Background: an optimization exercise with open tools, aiming at small area. Do not read the settings as production practice. RTL that was checked went through simulation tests only; none was proved equivalent to the original. No functional check of the RTL was part of run 8. Power is estimated from default activity; no workload was simulated.

==> design/flow/design.v <==
package dma_pkg;
	typedef logic [31:0] addr_t;
	typedef logic [31:0] data_t;
	typedef logic [2:0] beat_t;
	typedef logic [3:0] burst_len_t;
	typedef enum logic [1:0] {
		IDLE  = 2'd0,  
		READ  = 2'd1,  
		WRITE = 2'd2,  
		DONE  = 2'd3   
	} dma_state_e;
endpackage
`timescale 1ns/1ps
module dma_top (
	input  logic                 clk,
	input  logic                 rst,
	input  logic                 cfg_en,
	input  dma_pkg::addr_t       cfg_addr,
	input  dma_pkg::data_t       cfg_data,
	input  dma_pkg::data_t       mem_rdata,
	input  logic                 mem_rvalid,
	input  logic                 mem_wvalid,
	output dma_pkg::addr_t       mem_addr,
	output logic [3:0]           mem_bweb,
	output dma_pkg::data_t       mem_wdata,
	output dma_pkg::burst_len_t  mem_burst_len,
	output logic                 mem_ceb,
	output logic                 mem_web,
	output logic                 irq
);
	logic        enable;
	logic [31:2] src;
	logic [31:2] dst;
	logic [31:0] lenr;       
	logic [31:0] off;        
	logic [1:0]  state;      
	logic        pw;         
	logic [1:0]  cnt;        
	logic [1:0]  bl;         
	logic [31:0] mem [4];
	logic idle, st_rd, st_wr, st_done;
	assign idle    = (state == 2'd0);
	assign st_rd   = (state == 2'd1);
	assign st_wr   = (state == 2'd2);
	assign st_done = (state == 2'd3);
	logic wr_ok;
	assign wr_ok = cfg_en && !(st_rd || st_wr);
	logic src_v, dst_v;
	always_ff @(posedge clk or posedge rst) begin
		if (rst) begin
			enable <= 1'b0;
			src_v  <= 1'b0;
			dst_v  <= 1'b0;
		end else if (wr_ok) begin
			if (cfg_addr == 32'h10020100)  enable <= cfg_data[0];
			if (cfg_addr == 32'h10020200) src_v  <= 1'b1;
			if (cfg_addr == 32'h10020300) dst_v  <= 1'b1;
		end
	end
	logic [31:2] src_q, dst_q;
	always_ff @(posedge clk) begin
		if (wr_ok && cfg_addr == 32'h10020200) src_q <= cfg_data[31:2];
		if (wr_ok && cfg_addr == 32'h10020300) dst_q <= cfg_data[31:2];
	end
	assign src = src_q & {30{src_v}};
	assign dst = dst_q & {30{dst_v}};
	logic [10:0] rd_lo, wr_lo;
	assign rd_lo = {1'b0, src[11:2]} + {1'b0, off[9:0]};
	assign wr_lo = {1'b0, dst[11:2]} + {1'b0, off[9:0]};
	logic [1:0] c_rem, c_rd, c_wr, c_min;
	assign c_rem = (lenr[31:2] != '0) ? 2'd3 : 2'(lenr[1:0] - 2'd1);
	assign c_rd  = (&rd_lo[9:2]) ? ~rd_lo[1:0] : 2'd3;
	assign c_wr  = (&wr_lo[9:2]) ? ~wr_lo[1:0] : 2'd3;
	assign c_min = (c_rd < c_rem) ? c_rd : c_rem;
	logic [2:0]  n;
	logic [31:0] off_nxt;
	logic        last_beat, rd_beat, wr_beat, adv, fin;
	assign n         = {1'b0, bl} + 3'd1;
	assign off_nxt   = off + 32'(adv ? n : 3'd0);  
	assign last_beat = (cnt == bl);
	assign rd_beat   = st_rd && !pw && mem_rvalid;
	assign wr_beat   = st_wr && mem_wvalid;
	assign adv       = wr_beat && last_beat;
	assign fin       = (lenr == 32'(n));
	always_ff @(posedge clk or posedge rst) begin
		if (rst) begin
			state <= 2'd0;
			cnt   <= 2'd0;
		end else begin
			if (rd_beat || wr_beat) cnt <= cnt + 2'd1 & {2{!last_beat}};
			case (state)
				2'd0: if (enable) state <= 2'd1;
				2'd1: if (rd_beat && last_beat) state <= 2'd2;
				2'd2: if (adv) state <= fin ? 2'd3 : 2'd1;
				default: if (!enable) state <= 2'd0;
			endcase
		end
	end
	always_ff @(posedge clk) begin
		pw <= st_wr;
		rd_c <= rd_lo[10];
		wr_c <= wr_lo[10];
		bl <= (c_wr < c_min) ? c_wr : c_min;
		off <= idle ? '0 : off_nxt;
		if (wr_ok && cfg_addr == 32'h10020400) lenr <= cfg_data;
		else lenr <= (adv && fin) ? off_nxt : lenr - 32'(adv ? n : 3'd0);
		if (rd_beat) mem[cnt] <= mem_rdata;
	end
	logic [1:0] sel;
	assign sel = cnt + {1'b0, mem_wvalid};
	logic rd_c, wr_c;
	logic [31:12] hi;
	assign hi = (st_wr ? dst[31:12] : src[31:12]) + off[29:10] + 20'(st_wr ? wr_c : rd_c);
	assign mem_wdata     = mem[sel];
	assign mem_ceb       = !((st_rd && !pw) || st_wr);
	assign mem_web       = !st_wr;
	assign mem_bweb      = {4{!st_wr}};
	assign mem_addr      = {hi, st_wr ? wr_lo[9:0] : rd_lo[9:0], 2'b00};
	assign mem_burst_len = {2'b00, bl};
	assign irq           = st_done;
endmodule
==> design/flow/flow/run.sh <==
#!/bin/bash
# Standard layout with these changes: port buffers use the smallest buffer cell,
# clock tree synthesis uses larger sink clusters and no dummy loads, and
# other settings given below. make's full output goes to make_finish.log.
set -euo pipefail
bash standard.sh \
	"BUFFER_PORTS_ARGS=-buffer_cell sky130_fd_sc_hd__buf_1" \
	"CTS_ARGS=-sink_clustering_enable -repair_clock_nets -dont_use_dummy_load -sink_clustering_size 30 -sink_clustering_max_diameter 80 -buf_list {sky130_fd_sc_hd__clkbuf_8 sky130_fd_sc_hd__clkbuf_16}" \
	finish > make_finish.log 2>&1
==> design/flow/standard.sh <==
#!/bin/bash
# synth_recipe.tcl (not shown) runs the flow's synth.tcl, then flattens the netlist and writes it again
# the make line also repeats each setting of config.mk as NAME=value (left out here)
make -C /OpenROAD-flow-scripts/flow DESIGN_CONFIG=/design/flow/config.mk WORK_HOME=/design/flow/orfs CLKGATE_MAP_FILE= SYNTH_SCRIPT=/design/flow/synth_recipe.tcl "${@:-finish}"
==> design/flow/config.mk <==
export PLATFORM = sky130hd
export DESIGN_NAME = dma_top
export DESIGN_NICKNAME = dma_top
export VERILOG_FILES = /design/flow/design.v
export SDC_FILE = /design/flow/constraint.sdc
export NUM_CORES = 4
export LEC_CHECK = 0
export CAP_MARGIN = 20
export CORE_MARGIN = 2
export CORE_UTILIZATION = 65
export SLEW_MARGIN = 20
==> design/flow/constraint.sdc <==
create_clock -name core_clock -period 7.0 [get_ports {clk}]
set_input_delay 1.4000 -clock core_clock [delete_from_list [all_inputs] [get_ports {clk}]]
set_output_delay 1.4000 -clock core_clock [all_outputs]
set_load 0.01 [all_outputs]
==> results of run 1 <==
layout by cell type (no fill, tap or decap), types with 30 or more instances in the layout:
| cell | n |
|---|---|
| edfxtp_1 | 188 |
| nor2_1 | 84 |
| o21ai_0 | 56 |
| dfxtp_1 | 69 |
| mux4_2 | 32 |
| a21oi_1 | 30 |
| nand2_1 | 77 |
| xnor2_1 | 52 |
| inv_1 | 36 |
| ha_1 | 57 |
| buf_1 | 171 |
| xor2_1 | 39 |
logic make-up (layout without fill, tap and decap cells):
group	after synthesis	after routing	synth area share, %
AND/OR/NAND/NOR	331	331	13.2
flip-flops	264	264	55.7
AO/OA/AOI/OAI	164	164	8.27
XOR/XNOR	92	92	6.23
buffers and inverters	76	232	2.53
adder cells (fa/ha/maj)	64	64	6.54
multiplexers	55	55	7.55
other	1	4	0.0290
cell type report:
class	count	share of cell area, %
Multi-Input combinational cell	710	38.4
Timing Repair Buffer	183	5.30
Sequential cell	264	50.7
Inverter	36	0.952
Clock buffer	13	2.29
Tap cell	265	2.34
sequential cells by signal, summed over array words and instances, names as in the netlist, 2 cells and up:
name,cells
off,32
mem,128
dst_q,30
cnt,2
lenr,32
state,2
bl,2
src_q,30
power breakdown:
group / switching [mW] / internal, mW / leakage, nW / total, mW
Sequential: 0.122 / 1.85 / 2.35 / 1.98
Combinational: 0.640 / 0.519 / 2.54 / 1.16
Clock: 0.435 / 0.335 / 0.160 / 0.770
Total: 1.20 / 2.71 / 5.05 / 3.90
per-stage QoR:
step / utilization [%] / setup WS, ns / cell area (um2)
finish: 72.7 / 0.999 / 14200
global route: 72.7 / 0.671 / 14200
CTS: 72.6 / 1.02 / 14200
detailed placement: 70.9 / 1.50 / 13800
global placement: 70.9 / 1.65 / 13800
floorplan: - / 1.93 / 12900
final timing paths:
path	from	end	slack, ns	cells after the start
worst max-delay path	state[0]	mem_addr[30]	1.0	14
worst min-delay path	off[31]	off[31]	0.53	2
worst max register to register	src_v	bl[0]	2.73	16
worst min register to register	off[31]	off[31]	0.53	2
max in group asynchronous	rst	src_v	5.93	2
min in group asynchronous	rst	state[1]	0.79	2
per-layer routing:
metal	GRT usage, %	vias up
met5	0	-
met4	5.98	0
met3	2.99	34
met2	45.5	246
met1	34.0	4132
li1	-	4161
worst min-delay path, stage by stage (launching register included):
cell and delay, ns:
dfxtp_1 0.34, xnor2_1 0.09, nor2_1 0.08
==> impl_metrics.toml, run 1 <==
[run_status]
outcome = "no timing/DRC/antenna violations"

[critical_path]
crit_slowest_cell = "and2_1"
path_buf_inv = 2
crit_arrival_ns = 4.60
crit_required_ns = 5.60
endpoint_kind = "output pin"
crit_type = "reg -> out"
cp_cell_sequence = "inv_1 -> ha_1 -> and2_1 -> a22oi_1 -> fa_1 -> fa_1 -> nor2b_1 -> o31a_1 -> o2111ai_1 -> a21o_1 -> a21o_1 -> and3_1 -> a311o_1 -> buf_1"
slowest_delay_ns = 0.74
path_max_fanout = 20
crit_family = "compound AO/OA/AOI/OAI gates"
cp-start-kind = "register"

[power_and_ir_drop]
power_mw = 3.90
p_leak_nw = 5.05
ir_drop_v = 0.000239
power_density_nw_per_um2 = 275

[clocking]
clock_latency_ns = 0.49
cts_buffers = 13
cts_root_buf = "clkbuf_16"
tritoncts = "built"
path_clk_slew_ns = 0.10
postCtsResizedCells = 0
hold_buffers = 0
clk_path_buf_depth = 3
cts_setup_buffers = 0
htreeDepth = 1
cts.sinks = 264

[sta]
worst-slew-pin-transition_ns = 1.03
fin_crit_ns = 6.00
worst_hold_slack_ns = 0.534
min_period_over_period_pct = 85.7
fmax_ghz = 0.167
hold_violations = 0
fin_tns_setup_ns = 0
rsz0062_at_grt = "false"
clock_skew_ns = 0.0658
setup_viol = 0
drv_slew = 0
relSlewSlack_pct = 30.9

[final_layout]
syn_to_final_growth_pct = 9.75
multiInputGateArea_um2 = 5450
diodes = 0
regArea_um2 = 7200
fill_cells = 1404
fin_cells = 1471
nNetsFinal = 1373
drive_above_1_share_pct = 7.79

[die]
fp.dieW_um = 145
initial_core_util_pct = 66.3
fp.coreArea_um2 = 19500
row_count = 51
die_y_um = 145
die_area_um2 = 21000
pin_count = 176

[synth]
yosysWarnings = 1
synth_area_leader_cell = "edfxtp_1"
synth_commonest_cells = "188 x edfxtp_1, 85 x nor2_1, 77 x nand2_1, 69 x dfxtp_1, 58 x ha_1"
postSynthAreaPerCell_um2 = 12.4
synth_area_leaders = "edfxtp_1 44%, dfxtp_1 11%, ha_1 5.6%"
ys.flop_type = "edfxtp_1"
yosysTopAreaCellShare_pct = 43.6
yosysMostFrequentCell = "edfxtp_1"
yosysSeqAreaShare_pct = 55.7
synth.distinct_cells = 62
async_reset_ff_share_pct = 2.65
synth_edf_count = 188
ys_ff_latch = 264
synthCells = 1047
synthesis.area_um2 = 12900

[routing]
wirelength_um = 27300
met2_length_um = 13600
viasPerCell = 5.83
wl_per_cell_um = 18.6
highest_layer = "met4"
ant_nets = 0
routed-wl-met3_um = 1430
firstDrtPassIters = 5
num_vias = 8573
first_iter_violations = 601
wl_met1_um = 11700
drc = 0

[place]
hpwl_um = 19700
port_buffers = 171
dp.cells = 1457
gp_congestion = 0.851

[global_routing]
grt_remaining_overflow = 0
grt_pass1_vias = 8444
grt_pass1_wl_um = 43200
antenna_found_initial = 0
grt.total_usage_pct = 25.6
grt_max_degree = 62

[min_path]
hold_class = "reg -> reg"

[run]
drv_cap = 0
==> inputs of run 2 (changes only) <==
==> design/flow/flow/run.sh (replaced) <==
#!/bin/bash
# Standard layout with these changes: port buffers use the smallest buffer cell,
# clock tree synthesis uses larger sink clusters and no dummy loads, and
# other settings given below. make's full output goes to make_finish.log.
set -euo pipefail
bash standard.sh \
	"BUFFER_PORTS_ARGS=-buffer_cell sky130_fd_sc_hd__buf_1" \
	"CTS_ARGS=-sink_clustering_enable -repair_clock_nets -dont_use_dummy_load -sink_clustering_size 25 -sink_clustering_max_diameter 70 -buf_list {sky130_fd_sc_hd__clkbuf_16}" \
	finish > make_finish.log 2>&1
--- a/design/flow/config.mk
+++ b/design/flow/config.mk
@@ -9,3 +9,3 @@
 export CORE_MARGIN = 2
-export CORE_UTILIZATION = 65
+export CORE_UTILIZATION = 70
 export SLEW_MARGIN = 20
==> impl_metrics.toml, run 2 <==
[sta]
fmax_ghz = 0.167
setup_viol = 0
hold_violations = 0
drv_slew = 0
fin_tns_setup_ns = 0
worst-slew-pin-transition_ns = 1.08
min_period_over_period_pct = 85.4
worst_hold_slack_ns = 0.529
clock_skew_ns = 0.0535
fin_crit_ns = 5.97
relSlewSlack_pct = 28.0
postLayoutSetupSlackWorst_ns = 1.03
rsz0062_at_grt = "false"

[synth]
async_reset_ff_share_pct = 2.65
synth.distinct_cells = 62
yosysTopAreaCellShare_pct = 43.6
synth_commonest_cells = "188 x edfxtp_1, 85 x nor2_1, 77 x nand2_1, 69 x dfxtp_1, 58 x ha_1"
postSynthAreaPerCell_um2 = 12.4
synth_area_leader_cell = "edfxtp_1"
synth_area_leaders = "edfxtp_1 44%, dfxtp_1 11%, ha_1 5.6%"
synthCells = 1047
synth_edf_count = 188
yosysMostFrequentCell = "edfxtp_1"
ys.flop_type = "edfxtp_1"
yosysWarnings = 1
yosysSeqAreaShare_pct = 55.7
synthesis.area_um2 = 12900
ys_ff_latch = 264

[routing]
firstDrtPassIters = 7
wirelength_um = 27700
ant_nets = 0
drc = 0
num_vias = 8791
viasPerCell = 6.12
wl_per_cell_um = 19.3
first_iter_violations = 573

[die]
die_y_um = 140
pin_count = 176
fp.dieW_um = 140
initial_core_util_pct = 71.8
die_area_um2 = 19600
row_count = 49
fp.coreArea_um2 = 18000

[global_routing]
grt_max_degree = 62
grt_remaining_overflow = 0
antenna_found_initial = 0
grt_pass1_vias = 8662
grt.total_usage_pct = 28.1
grt_pass1_wl_um = 44000

[clocking]
cts_setup_buffers = 0
tritoncts = "built"
clk_path_buf_depth = 3
postCtsResizedCells = 0
clock_latency_ns = 0.49
htreeDepth = 1
hold_buffers = 0
cts_root_buf = "clkbuf_16"
path_clk_slew_ns = 0.10
cts.sinks = 264
cts_buffers = 15

[critical_path]
cp_cell_sequence = "inv_1 -> ha_1 -> and2_1 -> a22oi_1 -> fa_1 -> fa_1 -> nor2b_1 -> o31a_1 -> o2111ai_1 -> a21o_1 -> a21o_1 -> and3_1 -> a311o_1 -> buf_1"
crit_slowest_cell = "and2_1"
r2r_slack_ns = 2.88
crit_type = "reg -> out"
endpoint_kind = "output pin"
crit_required_ns = 5.60
crit_arrival_ns = 4.57
cp-start-kind = "register"
slowest_delay_ns = 0.71
path_max_fanout = 20

[min_path]
hold_class = "reg -> reg"

[final_layout]
layout_commonest_cell = "edfxtp_1"
drive_above_1_share_pct = 7.87
syn_to_final_growth_pct = 9.73
nNetsFinal = 1374
largest_registers = "mem x128, lenr x32, off x32"
largest_register = "mem"
fill_cells = 1138
largest_reg_flops = 128
final_cell_mix = "188 x edfxtp_1, 171 x buf_1, 84 x nor2_1"
diodes = 0

[power_and_ir_drop]
p_leak_nw = 5.07
power_density_nw_per_um2 = 282
ir_drop_v = 0.000368
power_mw = 4.00

[place]
pre_cts_slack_ns = 1.52
hpwl_um = 19800
gp_congestion = 0.894
port_buffers = 171

[run_status]
outcome = "no timing/DRC/antenna violations"

[run]
drv_cap = 0
## run 2: logic make-up (layout without fill, tap and decap cells)
logic type	count (synthesis)	count (layout)	synth area share [%]
other	1	4	0.0290
XOR/XNOR	92	92	6.23
adder cells (fa/ha/maj)	64	64	6.54
AO/OA/AOI/OAI	164	164	8.27
AND/OR/NAND/NOR	331	331	13.2
multiplexers	55	55	7.55
buffers and inverters	76	233	2.53
flip-flops	264	264	55.7
## run 2: layout make-up
class / instances / area [um2] / share of cell area [%]
Inverter: 36 / 135 / 0.952
Multi-Input combinational cell: 710 / 5450 / 38.4
Clock buffer: 15 / 375 / 2.64
Tap cell: 229 / 287 / 2.02
Timing Repair Buffer: 182 / 744 / 5.24
Sequential cell: 264 / 7200 / 50.7
## run 2: critical path, delay by kind of cell, from the launching register on
kind                       cells  cell delay (ns)
adders and majority gates      3             1.08
and+or+nand+nor                3             1.03
AOI/OAI and AO/OA              6             1.33
buffers and inverters          2             0.25
DFF                            1             0.43
## run 2: worst paths after layout
path	depth (start not counted)	from	to
max	14	state[0]	mem_addr[30]
min	2	off[31]	off[31]
max reg2reg	14	cnt[1]	lenr[30]
min reg2reg	2	off[31]	off[31]
max in group asynchronous	2	rst	src_v
min in group asynchronous	2	rst	cnt[0]
## run 2: report_power, final
part,internal (mW),switching (mW)
combinational,0.536,0.649
sequential,1.85,0.126
clock,0.384,0.447
total,2.77,1.22
## run 2: routing by layer
| layer | vias to the layer above | GRT usage (%) | wire, um |
|---|---|---|---|
| met2 | 298 | 50.7 | 14200 |
| met1 | 4280 | 36.8 | 11400 |
| met4 | 0 | 6.16 | 480 |
| met3 | 36 | 3.42 | 1630 |
| li1 | 4177 | - | - |
| met5 | - | 0 | 0 |
## run 2: stage by stage
| step | cell area (um2) | std cells | utilization, % |
|---|---|---|---|
| detailed placement | 13800 | 1420 | 76.5 |
| CTS | 14200 | 1435 | 78.6 |
| global placement | 13800 | 1420 | 76.5 |
| global route | 14200 | 1436 | 78.8 |
| floorplan | 12900 | 1050 | - |
| finish | 14200 | 1436 | 78.8 |
==> inputs of run 3 (changes only) <==
==> design/flow/flow/run.sh (replaced) <==
#!/bin/bash
# Standard layout with these changes:
# - synthesis maps logic with flow/abc_map.script (area-recovering ABC mapping,
#   no ABC buffering or upsizing) in place of ORFS's abc_speed.script; the rest of
#   synthesis (and so every register) is unchanged;
# - port buffers use the smallest buffer cell;
# - clock tree synthesis uses larger sink clusters and no dummy loads.
# make's full output goes to make_finish.log.
set -euo pipefail
rm -rf scripts_abc
cp -r "$FLOW_HOME/scripts" scripts_abc
cp flow/abc_map.script scripts_abc/abc_speed.script
bash standard.sh \
	"SCRIPTS_DIR=$PWD/scripts_abc" \
	"BUFFER_PORTS_ARGS=-buffer_cell sky130_fd_sc_hd__buf_1" \
	"CTS_ARGS=-sink_clustering_enable -repair_clock_nets -dont_use_dummy_load -sink_clustering_size 30 -sink_clustering_max_diameter 80 -buf_list {sky130_fd_sc_hd__clkbuf_16}" \
	finish > make_finish.log 2>&1
==> design/flow/flow/abc_map.script (new file) <==
&get -n
&st
&dch
&nf -R 1000 -p -F 8 -A 4 -a
&st
&syn2
&if -g -K 6
&synch2
&nf -R 1000 -p -F 8 -A 4 -a
&st
&syn2
&if -g -K 6
&synch2
&nf -R 1000 -p -F 8 -A 4 -a
&st
&syn2
&if -g -K 6
&synch2
&nf -R 1000 -p -F 8 -A 4 -a
&st
&syn2
&if -g -K 6
&synch2
&nf -R 1000 -p -F 8 -A 4 -a
&st
&syn2
&if -g -K 6
&synch2
&nf -R 1000 -p -F 8 -A 4 -a
&put
topo
stime -c
--- a/design/flow/config.mk
+++ b/design/flow/config.mk
@@ -9,3 +9,3 @@
 export CORE_MARGIN = 2
-export CORE_UTILIZATION = 70
+export CORE_UTILIZATION = 65
 export SLEW_MARGIN = 20
==> impl_metrics.toml, run 3 <==
[critical_path]
r2r_slack_ns = 1.96
crit_arrival_ns = 5.19
path_max_fanout = 28
crit_required_ns = 5.60
path_depth = 23
crit_top_cell = "a21oi_1"
endpoint_kind = "output pin"
crit_family = "compound AO/OA/AOI/OAI gates"
crit_slowest_cell = "fa_1"
timing.rr.end = "lenr[1]"
worstSetupStartpoint = "state[0]"
worstRegToRegCells = 11
crit_end = "mem_addr[30]"
cp_cell_sequence = "clkinv_1 -> ha_1 -> buf_4 -> nor2b_1 -> buf_4 -> a22oi_1 -> fa_1 -> fa_1 -> nand2b_1 -> a21boi_0 -> o21a_1 -> o41ai_1 -> nand2_1 -> a21oi_1 -> o31ai_1 -> a21o_1 -> a21oi_1 -> nor2b_1 -> o21ai_0 -> nand2b_1 -> a21oi_1 -> xnor2_1 -> buf_1"
path_buf_inv = 4
cp-start-kind = "register"
crit_type = "reg -> out"
slowest_delay_ns = 0.45
regToRegStartpoint = "lenr[19]"

[final_layout]
fill_cells = 1318
syn_to_final_growth_pct = 11.0
fin_cells = 1414
layout_commonest_cell = "edfxtp_1"
drive_above_1_share_pct = 5.51
nNetsFinal = 1346
largest_registers = "mem x128, lenr x32, off x32"
final_cell_mix = "188 x edfxtp_1, 171 x buf_1, 100 x nand2_1"
design_area_um2 = 13800
largest_register = "mem"
utilization_pct = 73.7
largest_reg_flops = 128

[run_status]
outcome = "no timing/DRC/antenna violations"

[global_routing]
grt_max_degree = 62
antenna_found_initial = 1
grt_pass1_vias = 7955
grt_remaining_overflow = 0
grt_pass1_wl_um = 39800
grt.total_usage_pct = 25.1

[sta]
clock_skew_ns = 0.0502
hold_violations = 0
worst-slew-pin-transition_ns = 0.853
fin_crit_ns = 6.59
relSlewSlack_pct = 43.1
rsz0062_at_grt = "false"
fin_tns_setup_ns = 0
drv_slew = 0
setup_viol = 0
min_period_over_period_pct = 94.1
fmax_ghz = 0.152

[routing]
viasPerCell = 5.83
num_vias = 8246
ant_nets = 0
firstDrtPassIters = 5
drc = 0
first_iter_violations = 495
wirelength_um = 25500
wl_per_cell_um = 18.1

[clocking]
cts.sinks = 264
cts_buffers = 14
clock_latency_ns = 0.50
tritoncts = "built"
clk_path_buf_depth = 3
hold_buffers = 0
cts_root_buf = "clkbuf_16"
cts_setup_buffers = 0
path_clk_slew_ns = 0.06
postCtsResizedCells = 0
htreeDepth = 1

[place]
placed_area_um2 = 13400
gp_congestion = 0.868
dp.cells = 1399
hpwl_um = 18200
port_buffers = 171

[die]
fp.dieW_um = 142
die_y_um = 142
pin_count = 176
initial_core_util_pct = 66.4
row_count = 50
die_area_um2 = 20200
fp.coreArea_um2 = 18700

[synth]
synth_edf_count = 188
postSynthAreaPerCell_um2 = 12.6
yosysSeqAreaShare_pct = 58.0
synth_commonest_cells = "188 x edfxtp_1, 100 x nand2_1, 80 x o21ai_0, 76 x nor2_1, 69 x dfxtp_1"
yosysWarnings = 1
ys.flop_type = "edfxtp_1"
ys_ff_latch = 264
synthesis.area_um2 = 12400
yosysMostFrequentCell = "edfxtp_1"
synthCells = 985
yosysTopAreaCellShare_pct = 45.5
async_reset_ff_share_pct = 2.65
synth.distinct_cells = 50
synth_area_leader_cell = "edfxtp_1"
synth_area_leaders = "edfxtp_1 45%, dfxtp_1 11%, ha_1 5.8%"

[power_and_ir_drop]
power_density_nw_per_um2 = 276
ir_drop_v = 0.000217
p_leak_nw = 4.89
power_mw = 3.81

[min_path]
worstHoldStart = "off[31]"
hold_class = "reg -> reg"

[run]
drv_cap = 0
run 3: changes by cell type after synthesis, sizes merged, moves of 6 or more:
cell / before / now
nor4: 19 / 12
clkbuf: 24 / 0
xnor2: 52 / 46
nor2: 86 / 76
nand3: 24 / 10
nand2b: 10 / 16
clkinv: 0 / 35
inv: 36 / 0
buf: 16 / 8
mux2: 21 / 6
nand2: 77 / 100
o21ai: 58 / 80
run 3: logic make-up after synthesis:
logic type | share of synthesized area (%)
and+or+nand+nor | 12.6
DFF | 58.0
AOI/OAI and AO/OA | 7.98
xor gates and xnor gates | 6.42
adders and majority gates | 6.81
buffers and inverters | 1.54
muxes | 6.59
other | 0.0302
run 3: metrics by stage:
stage	hold slack (ns)	setup WS, ns
after detailed placement	0.492	0.917
final	0.514	0.414
after CTS	0.511	0.414
after global routing	0.563	0.126
after floorplan	0.472	0.968
after global placement	0.486	1.08
run 3: power by group:
part	total (mW)	internal [mW]	switching, mW
registers	1.96	1.85	0.103
logic	1.04	0.450	0.592
clock network	0.809	0.360	0.448
run 3: how the worst min path moves through the flow:
stage	end	slack, ns	depth (start not counted)
finish	off[31]	0.51	2
global route	off[31]	0.56	2
CTS	off[31]	0.51	2
detailed placement	off[31]	0.49	2
global placement	off[31]	0.49	2
floorplan	off[31]	0.47	2
run 3: cell type report:
| class | count | area (um2) | area share [%] |
|---|---|---|---|
| Inverter | 35 | 131 | 0.953 |
| Clock buffer | 14 | 350 | 2.54 |
| Sequential cell | 264 | 7200 | 52.2 |
| Multi-Input combinational cell | 681 | 5060 | 36.7 |
| Tap cell | 234 | 293 | 2.12 |
| Timing Repair Buffer | 185 | 747 | 5.42 |
| Antenna cell | 1 | 2.50 | 0.0182 |
run 3: worst reg2reg max path, delay by kind of cell (launching register included):
kind | cells | cell delay, ns
mux | 1 | 0.35
flops | 1 | 0.37
compound gates | 1 | 0.13
simple gates | 8 | 3.65
buf+inv | 1 | 0.43
run 3: per-layer routing:
layer	up-vias	part of all wire, %	global-route usage, %
li1	4016	-	-
met3	30	5.1	3.10
met1	3985	43	33.7
met5	-	0	0
met4	0	1.6	4.95
met2	215	50	44.7
==> inputs of run 4 (changes only) <==
--- a/design/flow/flow/run.sh
+++ b/design/flow/flow/run.sh
@@ -15,3 +15,3 @@
 	"BUFFER_PORTS_ARGS=-buffer_cell sky130_fd_sc_hd__buf_1" \
-	"CTS_ARGS=-sink_clustering_enable -repair_clock_nets -dont_use_dummy_load -sink_clustering_size 30 -sink_clustering_max_diameter 80 -buf_list {sky130_fd_sc_hd__clkbuf_16}" \
+	"CTS_ARGS=-sink_clustering_enable -repair_clock_nets -dont_use_dummy_load -sink_clustering_size 32 -sink_clustering_max_diameter 60 -buf_list {sky130_fd_sc_hd__clkbuf_16}" \
 	finish > make_finish.log 2>&1
--- a/design/flow/config.mk
+++ b/design/flow/config.mk
@@ -9,3 +9,3 @@
 export CORE_MARGIN = 2
-export CORE_UTILIZATION = 65
+export CORE_UTILIZATION = 70
 export SLEW_MARGIN = 20
==> impl_metrics.toml, run 4 <==
[run_status]
outcome = "no timing/DRC/antenna violations"

[power_and_ir_drop]
power_density_nw_per_um2 = 280
p_comb_share_pct = 27.8
ir_drop_v = 0.000254
clkPwrFrac_pct = 21.5
sequentialPowerShare_pct = 50.7
swShare_pct = 30.5
power.switching_mw = 1.18
p_int_mw = 2.69
p_leak_nw = 4.92

[synth]
synthCells = 985
yosysSeqAreaShare_pct = 58.0
synth.distinct_cells = 50
synth_commonest_cells = "188 x edfxtp_1, 100 x nand2_1, 80 x o21ai_0, 76 x nor2_1, 69 x dfxtp_1"
synthesis.area_um2 = 12400
yosysWarnings = 1
synth_edf_count = 188
async_reset_ff_share_pct = 2.65
yosysMostFrequentCell = "edfxtp_1"
ys.flop_type = "edfxtp_1"
yosysTopAreaCellShare_pct = 45.5
synth_area_leader_cell = "edfxtp_1"
synth_area_leaders = "edfxtp_1 45%, dfxtp_1 11%, ha_1 5.8%"
ys_ff_latch = 264
postSynthAreaPerCell_um2 = 12.6

[final_layout]
largest_reg_flops = 128
design_area_um2 = 13800
final_cell_mix = "188 x edfxtp_1, 171 x buf_1, 100 x nand2_1"
largest_register = "mem"
utilization_pct = 79.9
syn_to_final_growth_pct = 11.4
fin_cells = 1406
largest_registers = "mem x128, lenr x32, off x32"
nNetsFinal = 1347
drive_above_1_share_pct = 5.68
layout_commonest_cell = "edfxtp_1"
fill_cells = 1057

[place]
port_buffers = 171
hpwl_um = 18900
gp_congestion = 0.830
placed_area_um2 = 13400
dp.cells = 1389

[clocking]
path_clk_slew_ns = 0.08
clk_path_buf_depth = 3
htreeDepth = 1
hold_buffers = 0
cts_root_buf = "clkbuf_16"
clock_latency_ns = 0.51
cts.sinks = 264
postCtsResizedCells = 0
cts_setup_buffers = 0
cts_buffers = 15
tritoncts = "built"

[sta]
worst-slew-pin-transition_ns = 0.914
hold_violations = 0
fin_crit_ns = 6.60
worst_hold_slack_ns = 0.567
drv_slew = 0
min_period_over_period_pct = 94.3
relSlewSlack_pct = 39.0
setup_viol = 0
clock_skew_ns = 0.0737
rsz0062_at_grt = "false"
fin_tns_setup_ns = 0
fmax_ghz = 0.152

[critical_path]
cp-start-kind = "register"
crit_required_ns = 5.60
endpoint_kind = "output pin"
crit_arrival_ns = 5.20
path_max_fanout = 10
crit_type = "reg -> out"
worstRegToRegCells = 12

[routing]
firstDrtPassIters = 5
wl_per_cell_um = 19.6
num_vias = 8443
viasPerCell = 6.00
drc = 0
first_iter_violations = 577
wirelength_um = 27500
ant_nets = 0

[die]
fp.coreArea_um2 = 17300
die_y_um = 137
row_count = 48
pin_count = 176
initial_core_util_pct = 71.8
fp.dieW_um = 137
die_area_um2 = 18800

[min_path]
hold_class = "reg -> reg"
min_path_cells = 2

[global_routing]
grt_remaining_overflow = 0
grt_pass1_wl_um = 42800
grt_max_degree = 62
grt.total_usage_pct = 29.6
grt_pass1_vias = 8329
antenna_found_initial = 2

[run]
drv_cap = 0
-- run 4: cell counts after synthesis --
No cell type changed its count.
-- run 4: stage by stage --
stage / power (mW) / setup WS (ns)
final: 3.87 / 0.401
after global routing: 4.05 / 0.0226
after CTS: 3.89 / 0.287
after detailed placement: 3.06 / 0.965
after global placement: 3.01 / 1.21
after floorplan: 2.73 / 0.968
-- run 4: worst paths after layout --
kind | startpoint | slack [ns] | endpoint
worst max register to register | lenr[19] | 2.31 | lenr[16]
worst min register to register | off[31] | 0.57 | off[31]
min in group asynchronous | rst | 0.78 | enable
worst max-delay path | state[0] | 0.40 | mem_addr[30]
worst min-delay path | off[31] | 0.57 | off[31]
max in group asynchronous | rst | 6.03 | cnt[0]
-- run 4: power by group through the flow --
stage               sequential (mW)  combinational (mW)  clock, mW
global route                   1.98                1.18      0.885
detailed placement             1.99                1.06          0
floorplan                      1.97               0.763          0
CTS                            1.96                1.08      0.847
finish                         1.96                1.07      0.832
global placement               1.98                1.03          0
-- run 4: final cells by class --
cell class                      count  area [um2]  share of cell area [%]
Tap cell                          225         282                    2.04
Clock buffer                       15         375                    2.71
Antenna cell                        1        2.50                  0.0181
Inverter                           35         131                   0.950
Multi-Input combinational cell    681        5060                    36.6
Timing Repair Buffer              185         771                    5.57
Sequential cell                   264        7200                    52.1
-- run 4: layer usage --
metal  up-vias  GRT usage [%]  wire length, um
met3        72           4.30             1950
met5         -              0               11
li1       4019              -                -
met2       335           51.3            13700
met1      4015           38.5            11000
met4         2           10.1              837
-- run 4: critical path: stages, from the launching register on --
cell and delay [ns]:
dfrtp_1 0.43, clkinv_1 0.15, ha_1 0.27, and2_1 0.32
a22oi_1 0.25, fa_1 0.25, fa_1 0.20, nand2b_1 0.11
a21boi_1 0.07, o21a_1 0.19, o41ai_1 0.26, nand2_1 0.14
a21oi_1 0.35, o31ai_2 0.12, a21o_1 0.22, a21oi_1 0.30
nor2b_1 0.13, o21ai_0 0.32, nand2b_1 0.10, a21oi_1 0.19
xnor2_1 0.15, buf_1 0.19
-- run 4: kinds of logic (layout without fill, tap and decap cells) --
kind of cell / count (synthesis) / in the layout / synth area share [%]
AND/OR/NAND/NOR: 319 / 319 / 12.6
flip-flops: 264 / 264 / 58.0
multiplexers: 41 / 41 / 6.59
other: 1 / 5 / 0.0302
XOR/XNOR: 91 / 91 / 6.42
buffers and inverters: 43 / 235 / 1.54
adder cells (fa/ha/maj): 64 / 64 / 6.81
AO/OA/AOI/OAI: 162 / 162 / 7.98
==> inputs of run 5 (changes only) <==
--- a/design/flow/flow/run.sh
+++ b/design/flow/flow/run.sh
@@ -15,3 +15,3 @@
 	"BUFFER_PORTS_ARGS=-buffer_cell sky130_fd_sc_hd__buf_1" \
-	"CTS_ARGS=-sink_clustering_enable -repair_clock_nets -dont_use_dummy_load -sink_clustering_size 32 -sink_clustering_max_diameter 60 -buf_list {sky130_fd_sc_hd__clkbuf_16}" \
+	"CTS_ARGS=-sink_clustering_enable -repair_clock_nets -dont_use_dummy_load -sink_clustering_size 12 -sink_clustering_max_diameter 45 -buf_list {sky130_fd_sc_hd__clkbuf_4}" \
 	finish > make_finish.log 2>&1
==> impl_metrics.toml, run 5 <==
[routing]
first_iter_violations = 512
ant_nets = 0
num_vias = 8418
drc = 0
wl_per_cell_um = 18.4
viasPerCell = 5.92
firstDrtPassIters = 5
wirelength_um = 26200

[clocking]
cts_root_buf = "clkbuf_4"
clock_latency_ns = 0.70
cts_buffers = 28
hold_buffers = 0
cts.sinks = 264
path_clk_slew_ns = 0.10
htreeDepth = 1
tritoncts = "built"
clk_path_buf_depth = 3

[sta]
fin_tns_setup_ns = 0
hold_violations = 0
relSlewSlack_pct = 37.9
setup_viol = 0
rsz0062_at_grt = "false"
fmax_ghz = 0.154
clock_skew_ns = 0.0832
fin_crit_ns = 6.51
drv_slew = 0
min_period_over_period_pct = 93.1
worst-slew-pin-transition_ns = 0.931

[power_and_ir_drop]
clkPwrFrac_pct = 17.1
p_leak_nw = 4.86
swShare_pct = 31.5
power_mw = 3.63
ir_drop_v = 0.000210
power.switching_mw = 1.15
p_comb_share_pct = 29.0
sequentialPowerShare_pct = 53.9
p_int_mw = 2.49
power_density_nw_per_um2 = 266

[critical_path]
r2r_slack_ns = 2.34
path_max_fanout = 10
worstRegToRegCells = 12
worstSetupStartpoint = "state[0]"
cp-start-kind = "register"
endpoint_kind = "output pin"
regToRegStartpoint = "lenr[21]"
timing.rr.end = "lenr[8]"
crit_required_ns = 5.60
crit_arrival_ns = 5.11
crit_end = "mem_addr[30]"
crit_type = "reg -> out"

[final_layout]
largest_registers = "mem x128, lenr x32, off x32"
multiInputGateArea_um2 = 5070
design_area_um2 = 13700
largest_reg_flops = 128
regArea_um2 = 7200
fill_cells = 1108
syn_to_final_growth_pct = 10.1
final_cell_mix = "188 x edfxtp_1, 171 x buf_1, 100 x nand2_1"
drive_above_1_share_pct = 6.95
nNetsFinal = 1361
largest_register = "mem"
layout_commonest_cell = "edfxtp_1"

[global_routing]
met3_usage_pct = 4.23
grt_remaining_overflow = 0
top_usage_layer = "met2"
grt_max_degree = 62
antenna_found_initial = 3
use_met1_pct = 35.8
grt_pass1_wl_um = 40800
grt_pass1_vias = 8256
grt.total_usage_pct = 28.0
use_met2_pct = 49.8

[synth]
synthCells = 985
yosysTopAreaCellShare_pct = 45.5
yosysWarnings = 1
synthesis.area_um2 = 12400
ys.flop_type = "edfxtp_1"
synth_area_leader_cell = "edfxtp_1"
async_reset_ff_share_pct = 2.65
synth_area_leaders = "edfxtp_1 45%, dfxtp_1 11%, ha_1 5.8%"
postSynthAreaPerCell_um2 = 12.6
synth_commonest_cells = "188 x edfxtp_1, 100 x nand2_1, 80 x o21ai_0, 76 x nor2_1, 69 x dfxtp_1"
synth.distinct_cells = 50
yosysSeqAreaShare_pct = 58.0
ys_ff_latch = 264
synth_edf_count = 188
yosysMostFrequentCell = "edfxtp_1"

[die]
die_area_um2 = 18800
fp.coreArea_um2 = 17300
die_y_um = 137
pin_count = 176
initial_core_util_pct = 71.8
fp.dieW_um = 137
row_count = 48

[place]
placed_area_um2 = 13400
gp_congestion = 0.830
hpwl_um = 18900
port_buffers = 171

[run]
drv_cap = 0

[run_status]
outcome = "no timing/DRC/antenna violations"

[min_path]
hold_class = "reg -> reg"
## run 5: logic make-up after synthesis
kind of cell | share of synthesized area [%]
DFF | 58.0
AOI/OAI and AO/OA | 7.98
and+or+nand+nor | 12.6
adders and majority gates | 6.81
other | 0.0302
xor gates and xnor gates | 6.42
buffers and inverters | 1.54
muxes | 6.59
## run 5: critical path: stages (launching register included)
cell and delay, ns:
dfrtp_1 0.43, clkinv_1 0.15, ha_1 0.28, nor2b_2 0.21, buf_6 0.19, a22oi_1 0.12
fa_1 0.45, fa_1 0.40, nand2b_1 0.16, a21boi_1 0.18, o21a_1 0.17, o41ai_1 0.07
nand2_1 0.12, a21oi_2 0.09, o31ai_1 0.25, a21o_1 0.18, a21oi_1 0.11, nor2b_1 0.20
o21ai_0 0.14, nand2b_1 0.10, a21oi_1 0.08, xnor2_1 0.17, buf_1 0.20
## run 5: layer usage
layer | part of all wire [%] | wire, um | vias to the layer above
met3 | 6.2 | 1630 | 56
met2 | 51 | 13300 | 267
met5 | 0.031 | 8 | -
met1 | 41 | 10800 | 4046
met4 | 2.1 | 544 | 2
li1 | - | - | 4047
## run 5: cell type report
type                       count  share of cell area (%)
antenna                        3                  0.0549
clock buffer                  28                    1.54
inverter                      35                   0.961
multi-input combinational    681                    37.1
sequential                   264                    52.7
tap                          225                    2.06
timing repair buffer         186                    5.62
## run 5: worst min-delay path by stage
| stage | cells after the start | start | slack, ns | to |
|---|---|---|---|---|
| detailed placement | 2 | off[31] | 0.53 | off[31] |
| global route | 2 | off[31] | 0.58 | off[31] |
| CTS | 2 | off[31] | 0.55 | off[31] |
| global placement | 2 | off[31] | 0.49 | off[31] |
| finish | 2 | off[31] | 0.55 | off[31] |
| floorplan | 2 | off[31] | 0.47 | off[31] |
## run 5: through the flow
step / std cells / worst slack (ns) / utilization [%] / hold slack [ns]
finish: 1422 / 0.486 / 79.0 / 0.545
global route: 1421 / 0.0163 / 79.0 / 0.578
CTS: 1417 / 0.241 / 78.8 / 0.547
detailed placement: 1389 / 0.965 / 77.5 / 0.530
global placement: 1389 / 1.21 / 77.5 / 0.490
floorplan: 988 / 0.968 / - / 0.472
## run 5: repair_timing
action / CTS / global route
buffers inserted: 0 / 0
endpoints found under the setup margin: 0 / 2
gates resized for setup: 0 / 6
## run 5: power by group through the flow
stage                     sequential (mW)  combinational (mW)  clock [mW]
final                                1.96                1.05       0.622
after global routing                 1.98                1.17       0.683
after CTS                            1.96                1.07       0.633
after detailed placement             1.99                1.06           0
after global placement               1.98                1.03           0
after floorplan                      1.97               0.763           0
==> inputs of run 6 (changes only) <==
--- a/design/flow/flow/run.sh
+++ b/design/flow/flow/run.sh
@@ -15,3 +15,3 @@
 	"BUFFER_PORTS_ARGS=-buffer_cell sky130_fd_sc_hd__buf_1" \
-	"CTS_ARGS=-sink_clustering_enable -repair_clock_nets -dont_use_dummy_load -sink_clustering_size 12 -sink_clustering_max_diameter 45 -buf_list {sky130_fd_sc_hd__clkbuf_4}" \
+	"CTS_ARGS=-sink_clustering_enable -repair_clock_nets -dont_use_dummy_load -sink_clustering_size 20 -sink_clustering_max_diameter 60 -buf_list {sky130_fd_sc_hd__clkbuf_8}" \
 	finish > make_finish.log 2>&1
==> impl_metrics.toml, run 6 <==
[power_and_ir_drop]
p_leak_nw = 4.86
power_density_nw_per_um2 = 269
ir_drop_v = 0.000189

[synth]
yosysWarnings = 1
synthesis.area_um2 = 12400
yosysMostFrequentCell = "edfxtp_1"
postSynthAreaPerCell_um2 = 12.6
synth_area_leaders = "edfxtp_1 45%, dfxtp_1 11%, ha_1 5.8%"
synth_area_leader_cell = "edfxtp_1"
ys_ff_latch = 264
synth.distinct_cells = 50
synth_edf_count = 188
yosysTopAreaCellShare_pct = 45.5
ys.flop_type = "edfxtp_1"
synthCells = 985
async_reset_ff_share_pct = 2.65
synth_commonest_cells = "188 x edfxtp_1, 100 x nand2_1, 80 x o21ai_0, 76 x nor2_1, 69 x dfxtp_1"
yosysSeqAreaShare_pct = 58.0

[routing]
firstDrtPassIters = 5
wl_per_cell_um = 18.5
num_vias = 8333
drc = 0
first_iter_violations = 523
viasPerCell = 5.91
wirelength_um = 26100
ant_nets = 0

[global_routing]
grt_pass1_wl_um = 40600
grt.total_usage_pct = 28.0
grt_pass1_vias = 8155
grt_max_degree = 62
antenna_found_initial = 2
grt_remaining_overflow = 0

[final_layout]
largest_reg_flops = 128
nNetsFinal = 1350
layout_commonest_cell = "edfxtp_1"
syn_to_final_growth_pct = 10.3
final_cell_mix = "188 x edfxtp_1, 171 x buf_1, 100 x nand2_1"
fin_cells = 1410
drive_above_1_share_pct = 5.92
largest_register = "mem"
design_area_um2 = 13700
fill_cells = 1096
largest_registers = "mem x128, lenr x32, off x32"

[critical_path]
timing.rr.end = "lenr[3]"
crit_required_ns = 5.60
crit_type = "reg -> out"
path_max_fanout = 20
r2r_slack_ns = 2.35
regToRegStartpoint = "lenr[19]"
endpoint_kind = "output pin"
crit_end = "mem_addr[30]"
worstSetupStartpoint = "state[0]"
worstRegToRegCells = 12
cp-start-kind = "register"
crit_arrival_ns = 5.06

[sta]
relSlewSlack_pct = 38.7
setup_viol = 0
worst-slew-pin-transition_ns = 0.919
fin_tns_setup_ns = 0
fmax_ghz = 0.155
rsz0062_at_grt = "false"
min_period_over_period_pct = 92.2
hold_violations = 0
fin_crit_ns = 6.46
drv_slew = 0
worst_hold_slack_ns = 0.546
clock_skew_ns = 0.0815

[clocking]
cts.sinks = 264
clock_latency_ns = 0.54
clk_path_buf_depth = 3
path_clk_slew_ns = 0.12
cts_setup_buffers = 0
cts_root_buf = "clkbuf_8"
htreeDepth = 1
tritoncts = "built"
cts_buffers = 18
hold_buffers = 0

[die]
row_count = 48
pin_count = 176
die_area_um2 = 18800
initial_core_util_pct = 71.8
die_y_um = 137
fp.coreArea_um2 = 17300
fp.dieW_um = 137

[place]
hpwl_um = 18900
gp_congestion = 0.830
dp.cells = 1389
placed_area_um2 = 13400
port_buffers = 171

[run]
drv_cap = 0

[min_path]
hold_class = "reg -> reg"

[run_status]
outcome = "no timing/DRC/antenna violations"
run 6: cell type report:
type,instances,area (um2),share of cell area (%)
Antenna cell,2,5.00,0.0365
Clock buffer,18,248,1.81
Inverter,35,131,0.959
Timing Repair Buffer,185,763,5.57
Sequential cell,264,7200,52.6
Tap cell,225,282,2.06
Multi-Input combinational cell,681,5060,37.0
run 6: report_power, final:
part           internal (mW)  leakage [nW]  switching, mW  total [mW]
clock                  0.233         0.129          0.433       0.666
combinational          0.453          2.38          0.602        1.05
sequential              1.85          2.35          0.106        1.96
total                   2.54          4.86           1.14        3.68
run 6: routing by layer:
metal | track usage (%) | routed length, um | vias up
met5 | 0 | 10 | -
met4 | 7.90 | 403 | 2
met3 | 4.12 | 1720 | 37
met2 | 50.0 | 13300 | 247
met1 | 35.8 | 10700 | 4023
li1 | - | - | 4024
run 6: how the worst min path moves through the flow:
stage	startpoint	end	slack [ns]	depth (start not counted)
2_1_floorplan	off[31]	off[31]	0.47	2
3_3_place_gp	off[31]	off[31]	0.49	2
3_5_place_dp	off[31]	off[31]	0.53	2
4_1_cts	off[31]	off[31]	0.55	2
5_1_grt	off[31]	off[31]	0.58	2
6_report	off[31]	off[31]	0.55	2
run 6: per-stage QoR:
stage / setup slack [ns] / power (mW) / utilization [%]
after floorplan: 0.968 / 2.73 / -
after detailed placement: 0.965 / 3.06 / 77.5
after global routing: 0.0875 / 3.87 / 79.2
final: 0.544 / 3.68 / 79.2
after CTS: 0.362 / 3.70 / 79.0
after global placement: 1.21 / 3.01 / 77.5
run 6: what timing repair did:
action,4_1_cts,5_1_grt
endpoints found under the setup margin,0,1
hold endpoints to repair,0,0
resized for setup,0,4
run 6: worst max-delay path: stages (launching register included):
cell and delay, ns:
dfrtp_1 0.44, clkinv_1 0.15, ha_1 0.27, nor2b_1 0.15, buf_6 0.23, a22oi_1 0.14, fa_1 0.46, fa_1 0.41
nand2b_1 0.16, a21boi_1 0.18, o21a_1 0.17, o41ai_1 0.07, nand2_1 0.12, a21oi_2 0.09, o31ai_1 0.25, a21o_1 0.18
a21oi_1 0.12, nor2b_1 0.20, o21ai_0 0.15, nand2b_1 0.11, a21oi_1 0.08, xnor2_1 0.18, buf_1 0.21
run 6: logic make-up after synthesis:
family / share of synthesized area [%]
simple gates: 12.6
flops: 58.0
compound gates: 7.98
xor+xnor: 6.42
fa+ha+maj: 6.81
buf+inv: 1.54
mux: 6.59
other cells: 0.0302
==> inputs of run 7 (changes only) <==
--- a/design/flow/design.v
+++ b/design/flow/design.v
@@ -35,3 +35,3 @@
 	logic [31:0] off;        
-	logic [1:0]  state;      
+	logic        st_rd, st_wr, st_done;  
 	logic        pw;         
@@ -40,7 +40,4 @@
 	logic [31:0] mem [4];
-	logic idle, st_rd, st_wr, st_done;
-	assign idle    = (state == 2'd0);
-	assign st_rd   = (state == 2'd1);
-	assign st_wr   = (state == 2'd2);
-	assign st_done = (state == 2'd3);
+	logic idle;
+	assign idle = !(st_rd || st_wr || st_done);
 	logic wr_ok;
@@ -86,12 +83,15 @@
 		if (rst) begin
-			state <= 2'd0;
-			cnt   <= 2'd0;
+			st_rd   <= 1'b0;
+			st_wr   <= 1'b0;
+			st_done <= 1'b0;
+			cnt     <= 2'd0;
 		end else begin
 			if (rd_beat || wr_beat) cnt <= cnt + 2'd1 & {2{!last_beat}};
-			case (state)
-				2'd0: if (enable) state <= 2'd1;
-				2'd1: if (rd_beat && last_beat) state <= 2'd2;
-				2'd2: if (adv) state <= fin ? 2'd3 : 2'd1;
-				default: if (!enable) state <= 2'd0;
-			endcase
+			if (idle && enable) st_rd <= 1'b1;
+			else if (rd_beat && last_beat) st_rd <= 1'b0;
+			else if (adv && !fin) st_rd <= 1'b1;
+			if (rd_beat && last_beat) st_wr <= 1'b1;
+			else if (adv) st_wr <= 1'b0;
+			if (adv && fin) st_done <= 1'b1;
+			else if (!enable) st_done <= 1'b0;
 		end
==> impl_metrics.toml, run 7 <==
[global_routing]
grt.total_usage_pct = 28.6
grt_max_degree = 64
grt_remaining_overflow = 0
antenna_found_initial = 0
grt_pass1_vias = 8373
grt_pass1_wl_um = 41800

[synth]
async_reset_ff_share_pct = 3.02
synth_area_leader_cell = "edfxtp_1"
ys.flop_type = "edfxtp_1"
yosysMostFrequentCell = "edfxtp_1"
ys_ff_latch = 265
yosysTopAreaCellShare_pct = 45.6
synth_area_leaders = "edfxtp_1 46%, dfxtp_1 11%, mux4_2 5.8%"
synthCells = 974
synthesis.area_um2 = 12400
synthAdderAreaFrac_pct = 6.43
yosysSeqAreaShare_pct = 58.4
synth.distinct_cells = 44
synth_commonest_cells = "188 x edfxtp_1, 86 x nand2_1, 73 x o21ai_0, 69 x dfxtp_1, 65 x nor2_1"
synth_top_family_by_area = "simple AND/OR/NAND/NOR gates"
postSynthAreaPerCell_um2 = 12.7
yosysWarnings = 1
muxShareOfSynthArea_pct = 6.53
synth_xor_area_share_pct = 6.73
synth-compound-area-share_pct = 8.34
synth_edf_count = 188
yosys.area_share.simple_pct = 11.9

[clocking]
path_clk_slew_ns = 0.11
tritoncts = "built"
cts_buffers = 18
cts.sinks = 265
clk_path_buf_depth = 3
cts_root_buf = "clkbuf_8"
clock_latency_ns = 0.54
hold_buffers = 0
htreeDepth = 1

[routing]
met2_length_um = 13500
firstDrtPassIters = 5
ant_nets = 0
routed-wl-met3_um = 1500
num_vias = 8272
drc = 0
wirelength_um = 26300
wl_met1_um = 10600
first_iter_violations = 603
highest_layer = "met4"
wl_per_cell_um = 18.8
viasPerCell = 5.92

[place]
hpwl_um = 19200
port_buffers = 171
gp_congestion = 0.840

[sta]
fin_crit_ns = 6.53
fin_tns_setup_ns = 0
clock_skew_ns = 0.0514
min_period_over_period_pct = 93.3
hold_violations = 0
relSlewSlack_pct = 49.3
worst-slew-pin-transition_ns = 0.759
fmax_ghz = 0.153
rsz0062_at_grt = "false"
setup_viol = 0
worst_hold_slack_ns = 0.517
drv_slew = 0

[run_status]
outcome = "no timing/DRC/antenna violations"

[final_layout]
drive_above_1_share_pct = 6.40
diodes = 0
largest_registers = "mem x128, lenr x32, off x32"
largest_register = "mem"
nNetsFinal = 1335
largest_reg_flops = 128
syn_to_final_growth_pct = 10.3
layout_commonest_cell = "edfxtp_1"
final_cell_mix = "188 x edfxtp_1, 170 x buf_1, 86 x nand2_1"

[critical_path]
timing.rr.end = "bl[0]"
worstRegToRegCells = 20
path_max_fanout = 27
r2r_slack_ns = 2.67
cp-start-kind = "register"
crit_arrival_ns = 5.13
crit_type = "reg -> out"
regToRegStartpoint = "src_v"
endpoint_kind = "output pin"
crit_required_ns = 5.60

[run]
drv_cap = 0

[power_and_ir_drop]
p_comb_share_pct = 29.1
p_leak_nw = 4.93
ir_drop_v = 0.000243
power_density_nw_per_um2 = 274
swShare_pct = 31.4
sequentialPowerShare_pct = 53.0
power.switching_mw = 1.17
clkPwrFrac_pct = 17.8
p_int_mw = 2.56

[die]
pin_count = 176
fp.coreArea_um2 = 17300
initial_core_util_pct = 71.5
fp.dieW_um = 137
die_area_um2 = 18700
die_y_um = 137
row_count = 48

[min_path]
worstHoldStart = "enable"
min_path_cells = 1
holdPathEnd = "st_done"
hold_class = "reg -> reg"
[run 7: kinds of logic after synthesis]
logic type / after synthesis
buffers and inverters: 44
AOI/OAI and AO/OA: 171
and+or+nand+nor: 298
muxes: 40
xor gates and xnor gates: 95
other: 1
DFF: 265
adders and majority gates: 60
[run 7: worst max-delay path by stage]
stage	startpoint	to	slack, ns
3_5_place_dp	dst_v	mem_addr[30]	0.73
6_report	st_wr	mem_addr[30]	0.47
2_1_floorplan	st_wr	mem_addr[30]	1.20
3_3_place_gp	src_v	mem_addr[30]	0.97
4_1_cts	dst_v	mem_addr[30]	0.04
5_1_grt	st_wr	mem_addr[30]	0.05
[run 7: through the flow]
stage	util, %	instances	total power [mW]	setup slack (ns)	area [um2]
6_report	78.9	1397	3.74	0.467	13600
5_1_grt	78.9	1397	3.94	0.0486	13600
4_1_cts	78.8	1397	3.76	0.0375	13600
3_5_place_dp	77.3	1379	3.11	0.733	13400
3_3_place_gp	77.3	1379	3.06	0.967	13400
2_1_floorplan	-	977	2.76	1.20	12400
[run 7: power by group through the flow]
stage	Combinational (mW)	Clock [mW]	Sequential [mW]
floorplan	0.770	0	2.00
finish	1.09	0.667	1.98
CTS	1.10	0.683	1.98
global placement	1.06	0	2.00
global route	1.21	0.728	2.00
detailed placement	1.10	0	2.02
[run 7: metal layers]
layer / vias up / global-route usage [%]
met5: - / 0
met4: 0 / 8.13
met3: 53 / 3.41
met2: 256 / 50.7
met1: 4003 / 37.3
li1: 3960 / -
[run 7: final cells by class]
class | instances | area [um2]
timing repair buffer | 185 | 756
multi-input combinational | 668 | 5000
fill | 1077 | 3650
sequential | 265 | 7230
clock buffer | 18 | 248
tap | 225 | 282
inverter | 36 | 135
[run 7: critical path, stage by stage (launching register included)]
cell and delay (ns):
dfrtp_1 0.40, buf_8 0.21, nor2b_1 0.07, buf_4 0.21
a22oi_2 0.22, fa_1 0.24, fa_1 0.24, clkinv_1 0.07
a21o_1 0.19, a41o_1 0.25, nor3_1 0.14, nor2_1 0.07
nor2_1 0.15, o21bai_1 0.10, a21oi_2 0.18, nor2b_1 0.06
o21a_1 0.20, o21ai_1 0.17, nand2b_1 0.12, a21oi_2 0.19
nor2b_1 0.08, o21ai_0 0.17, nand2b_1 0.14, a21o_1 0.19
a21oi_1 0.19, xnor2_1 0.16, clkbuf_2 0.19
[run 7: what timing repair did]
item / CTS / global route
resized for setup: 0 / 9
setup endpoints to repair: 0 / 2
setup buffers: 0 / 0
==> inputs of run 8 (changes only) <==
--- a/design/flow/design.v
+++ b/design/flow/design.v
@@ -37,3 +37,3 @@
 	logic        pw;         
-	logic [1:0]  cnt;        
+	logic [3:0]  cnt;        
 	logic [1:0]  bl;         
@@ -76,3 +76,3 @@
 	assign off_nxt   = off + 32'(adv ? n : 3'd0);  
-	assign last_beat = (cnt == bl);
+	assign last_beat = cnt[bl];
 	assign rd_beat   = st_rd && !pw && mem_rvalid;
@@ -86,5 +86,5 @@
 			st_done <= 1'b0;
-			cnt     <= 2'd0;
+			cnt     <= 4'b0001;
 		end else begin
-			if (rd_beat || wr_beat) cnt <= cnt + 2'd1 & {2{!last_beat}};
+			if (rd_beat || wr_beat) cnt <= last_beat ? 4'b0001 : {cnt[2:0], 1'b0};
 			if (idle && enable) st_rd <= 1'b1;
@@ -106,6 +106,10 @@
 		else lenr <= (adv && fin) ? off_nxt : lenr - 32'(adv ? n : 3'd0);
-		if (rd_beat) mem[cnt] <= mem_rdata;
+		for (int k = 0; k < 4; k++) if (rd_beat && cnt[k]) mem[k] <= mem_rdata;
 	end
-	logic [1:0] sel;
-	assign sel = cnt + {1'b0, mem_wvalid};
+	logic [3:0] sel;
+	assign sel = mem_wvalid ? {cnt[2:0], cnt[3]} : cnt;
+	always_comb begin
+		mem_wdata = '0;
+		for (int k = 0; k < 4; k++) mem_wdata = mem_wdata | (mem[k] & {32{sel[k]}});
+	end
 	logic rd_c, wr_c;
@@ -113,3 +117,2 @@
 	assign hi = (st_wr ? dst[31:12] : src[31:12]) + off[29:10] + 20'(st_wr ? wr_c : rd_c);
-	assign mem_wdata     = mem[sel];
 	assign mem_ceb       = !((st_rd && !pw) || st_wr);
--- a/design/flow/flow/run.sh
+++ b/design/flow/flow/run.sh
@@ -15,3 +15,3 @@
 	"BUFFER_PORTS_ARGS=-buffer_cell sky130_fd_sc_hd__buf_1" \
-	"CTS_ARGS=-sink_clustering_enable -repair_clock_nets -dont_use_dummy_load -sink_clustering_size 20 -sink_clustering_max_diameter 60 -buf_list {sky130_fd_sc_hd__clkbuf_8}" \
+	"CTS_ARGS=-sink_clustering_enable -repair_clock_nets -dont_use_dummy_load -sink_clustering_size 16 -sink_clustering_max_diameter 50 -buf_list {sky130_fd_sc_hd__clkbuf_8}" \
 	finish > make_finish.log 2>&1
==> impl_metrics.toml, run 8 <==
[place]
placed_area_um2 = 13300
port_buffers = 171
gp_congestion = 0.867
hpwl_um = 18300

[global_routing]
met3_usage_pct = 3.93
grt_max_degree = 63
grt.total_usage_pct = 28.3
grt_remaining_overflow = 0
grt_pass1_vias = 8463
grt_pass1_wl_um = 41300
antenna_found_initial = 0
top_usage_layer = "met2"
use_met2_pct = 50.4
use_met1_pct = 36.4

[sta]
setup_viol = 0
hold_violations = 0
fmax_ghz = 0.154
fin_crit_ns = 6.49
worst_hold_slack_ns = 0.535
clock_skew_ns = 0.0475
relSlewSlack_pct = 59.6
fin_tns_setup_ns = 0
rsz0062_at_grt = "false"
worst-slew-pin-transition_ns = 0.606
drv_slew = 0
min_period_over_period_pct = 92.7

[clocking]
postCtsResizedCells = 0
tritoncts = "built"
clk_path_buf_depth = 3
hold_buffers = 0
path_clk_slew_ns = 0.09
cts_setup_buffers = 0
cts_root_buf = "clkbuf_8"
cts.sinks = 267
htreeDepth = 1
cts_buffers = 24
clock_latency_ns = 0.54

[final_layout]
utilization_pct = 79.3
largest_register = "mem"
layout_commonest_cell = "edfxtp_1"
design_area_um2 = 13700
syn_to_final_growth_pct = 11.0
largest_registers = "mem x128, lenr x32, off x32"
final_cell_mix = "188 x edfxtp_1, 171 x buf_1, 134 x nand2_1"
nNetsFinal = 1420
drive_above_1_share_pct = 3.88
diodes = 0
largest_reg_flops = 128

[die]
die_area_um2 = 18700
row_count = 48
fp.coreArea_um2 = 17200
die_y_um = 137
initial_core_util_pct = 71.5
pin_count = 176
fp.dieW_um = 137

[synth]
async_reset_ff_share_pct = 3.75
synth_top_family_by_area = "simple AND/OR/NAND/NOR gates"
synthAdderAreaFrac_pct = 5.95
synth_area_leaders = "edfxtp_1 46%, dfxtp_1 11%, ha_1 5.0%"
synth_xor_area_share_pct = 6.26
yosysWarnings = 2
yosysTopAreaCellShare_pct = 45.8
synth_area_leader_cell = "edfxtp_1"
synth-compound-area-share_pct = 12.1
ys.flop_type = "edfxtp_1"
postSynthAreaPerCell_um2 = 11.7
yosys.area_share.simple_pct = 14.1
synthCells = 1054
synth_commonest_cells = "188 x edfxtp_1, 134 x nand2_1, 78 x nor2_1, 75 x o21ai_0, 69 x dfxtp_1"
synth_edf_count = 188
synth.distinct_cells = 46
muxShareOfSynthArea_pct = 1.07
yosysSeqAreaShare_pct = 59.1
yosysMostFrequentCell = "edfxtp_1"
synthesis.area_um2 = 12300
ys_ff_latch = 267

[critical_path]
regToRegStartpoint = "src_v"
endpoint_kind = "output pin"
crit_end = "mem_addr[31]"
crit_arrival_ns = 5.09
slowest_delay_ns = 0.57
crit_top_cell = "o21ai_0"
path_buf_inv = 2
crit_type = "reg -> out"
crit_required_ns = 5.60
r2r_slack_ns = 2.32
worstRegToRegCells = 20
crit_family = "compound AO/OA/AOI/OAI gates"
path_max_fanout = 20
path_depth = 23
timing.rr.end = "bl[0]"
worstSetupStartpoint = "src_v"
crit_slowest_cell = "dfrtp_1"
cp-start-kind = "register"
cp_cell_sequence = "nor2b_1 -> buf_4 -> a22o_1 -> ha_1 -> nor2b_1 -> o21ai_0 -> a21boi_0 -> o21ai_0 -> nand2b_1 -> a211oi_1 -> o31ai_1 -> and2_0 -> nand2_1 -> a31oi_1 -> a21o_1 -> a21oi_1 -> nor2_1 -> o21a_1 -> o21ai_0 -> nand2b_1 -> a21oi_1 -> xnor2_1 -> buf_1"

[routing]
wirelength_um = 26500
first_iter_violations = 459
firstDrtPassIters = 7
viasPerCell = 5.89
wl_per_cell_um = 17.8
drc = 0
num_vias = 8754
ant_nets = 0

[power_and_ir_drop]
power_mw = 2.48
p_leak_nw = 5.20
ir_drop_v = 0.000160
power_density_nw_per_um2 = 182

[run]
drv_cap = 0

[min_path]
hold_class = "reg -> reg"

[run_status]
outcome = "no timing/DRC/antenna violations"
run 8: changes by cell type after synthesis, sizes merged, moves of 6 or more:
cell | previous run | this run
and3 | 5 | 13
nand2 | 86 | 134
nor2b | 28 | 18
o21a | 3 | 9
mux4 | 32 | 1
nor2 | 65 | 78
a22oi | 2 | 67
a21oi | 40 | 28
a21o | 20 | 14
run 8: cells by family (layout without fill, tap and decap cells):
kind of cell               after synthesis  in the layout
and+or+nand+nor                        364            364
DFF                                    267            267
AOI/OAI and AO/OA                      229            229
xor gates and xnor gates                88             88
adders and majority gates               55             55
buffers and inverters                   39            244
muxes                                   11             11
other                                    1              4
run 8: power breakdown:
part	switching, mW	internal, mW	total (mW)
clock	0.450	0.306	0.756
combinational	0.0280	0.0145	0.0425
sequential	0.00000000885	1.69	1.69
total	0.478	2.01	2.48
run 8: through the flow:
| step | std cells | setup WS [ns] |
|---|---|---|
| finish | 1487 | 0.508 |
| global route | 1487 | 0.0279 |
| CTS | 1487 | 0.486 |
| detailed placement | 1463 | 1.04 |
| global placement | 1463 | 1.19 |
| floorplan | 1057 | 1.21 |
run 8: how the worst min path moves through the flow:
stage,end,cells after the start,startpoint
floorplan,cnt[0],2,cnt[0]
global placement,cnt[0],2,cnt[0]
detailed placement,st_done,1,enable
CTS,st_done,1,enable
global route,cnt[0],2,cnt[0]
finish,st_done,1,enable
run 8: worst register-to-register path, delay by kind of cell (launching register included):
family	cells	cell delay, ns
AO/OA/AOI/OAI	7	1.50
AND/OR/NAND/NOR	8	1.43
adder cells (fa/ha/maj)	3	0.80
flip-flops	1	0.52
XOR/XNOR	1	0.21
buffers and inverters	1	0.08
run 8: routing by layer:
metal | vias to the layer above | routed length, um
met3 | 44 | 1950
li1 | 4288 | -
met1 | 4124 | 10700
met4 | 0 | 494
met2 | 298 | 13300
met5 | - | 0
run 8: final cells by class:
| class | count | area, um2 |
|---|---|---|
| sequential | 267 | 7280 |
| multi-input combinational | 751 | 4890 |
| fill | 1138 | 3560 |
| timing repair buffer | 189 | 777 |
| clock buffer | 24 | 330 |
| tap | 225 | 282 |
| inverter | 31 | 116 |

-- port drivers added, routing unchanged --
No port has a modelled driver above. Below, the same layouts with a new extraction and two added sets of constraints.
Step 1 sets driving cells, clkbuf_16 on the clock port and buf_2 on the other inputs (assumed; they add their load-dependent delay and slew).
Step 2 adds t to the input delays and takes it off the output delays; t is the mean of the earliest and latest rising clock arrival at the registers after step 1. Input paths then give back, and output paths get back, about the clock's delay inside the block.
Three values: ideal, step 1, step 2; two values: the first two.
run	shift t [ns]	slack for setup (ns)	worst register clock-pin slew, ns
run 1	0.508	0.999 / 0.949 / 1.457	0.11 / 0.11
run 2	0.516	1.025 / 0.976 / 1.492	0.10 / 0.10
run 3	0.513	0.414 / 0.371 / 0.884	0.11 / 0.11
run 4	0.516	0.401 / 0.357 / 0.873	0.11 / 0.11
run 5	0.696	0.486 / 0.447 / 1.143	0.12 / 0.12
run 6	0.546	0.544 / 0.503 / 1.049	0.12 / 0.12
run 7	0.548	0.467 / 0.429 / 0.978	0.11 / 0.11
run 8	0.548	0.508 / 0.471 / 1.019	0.09 / 0.09
After both steps setup and hold are still met in every run listed.
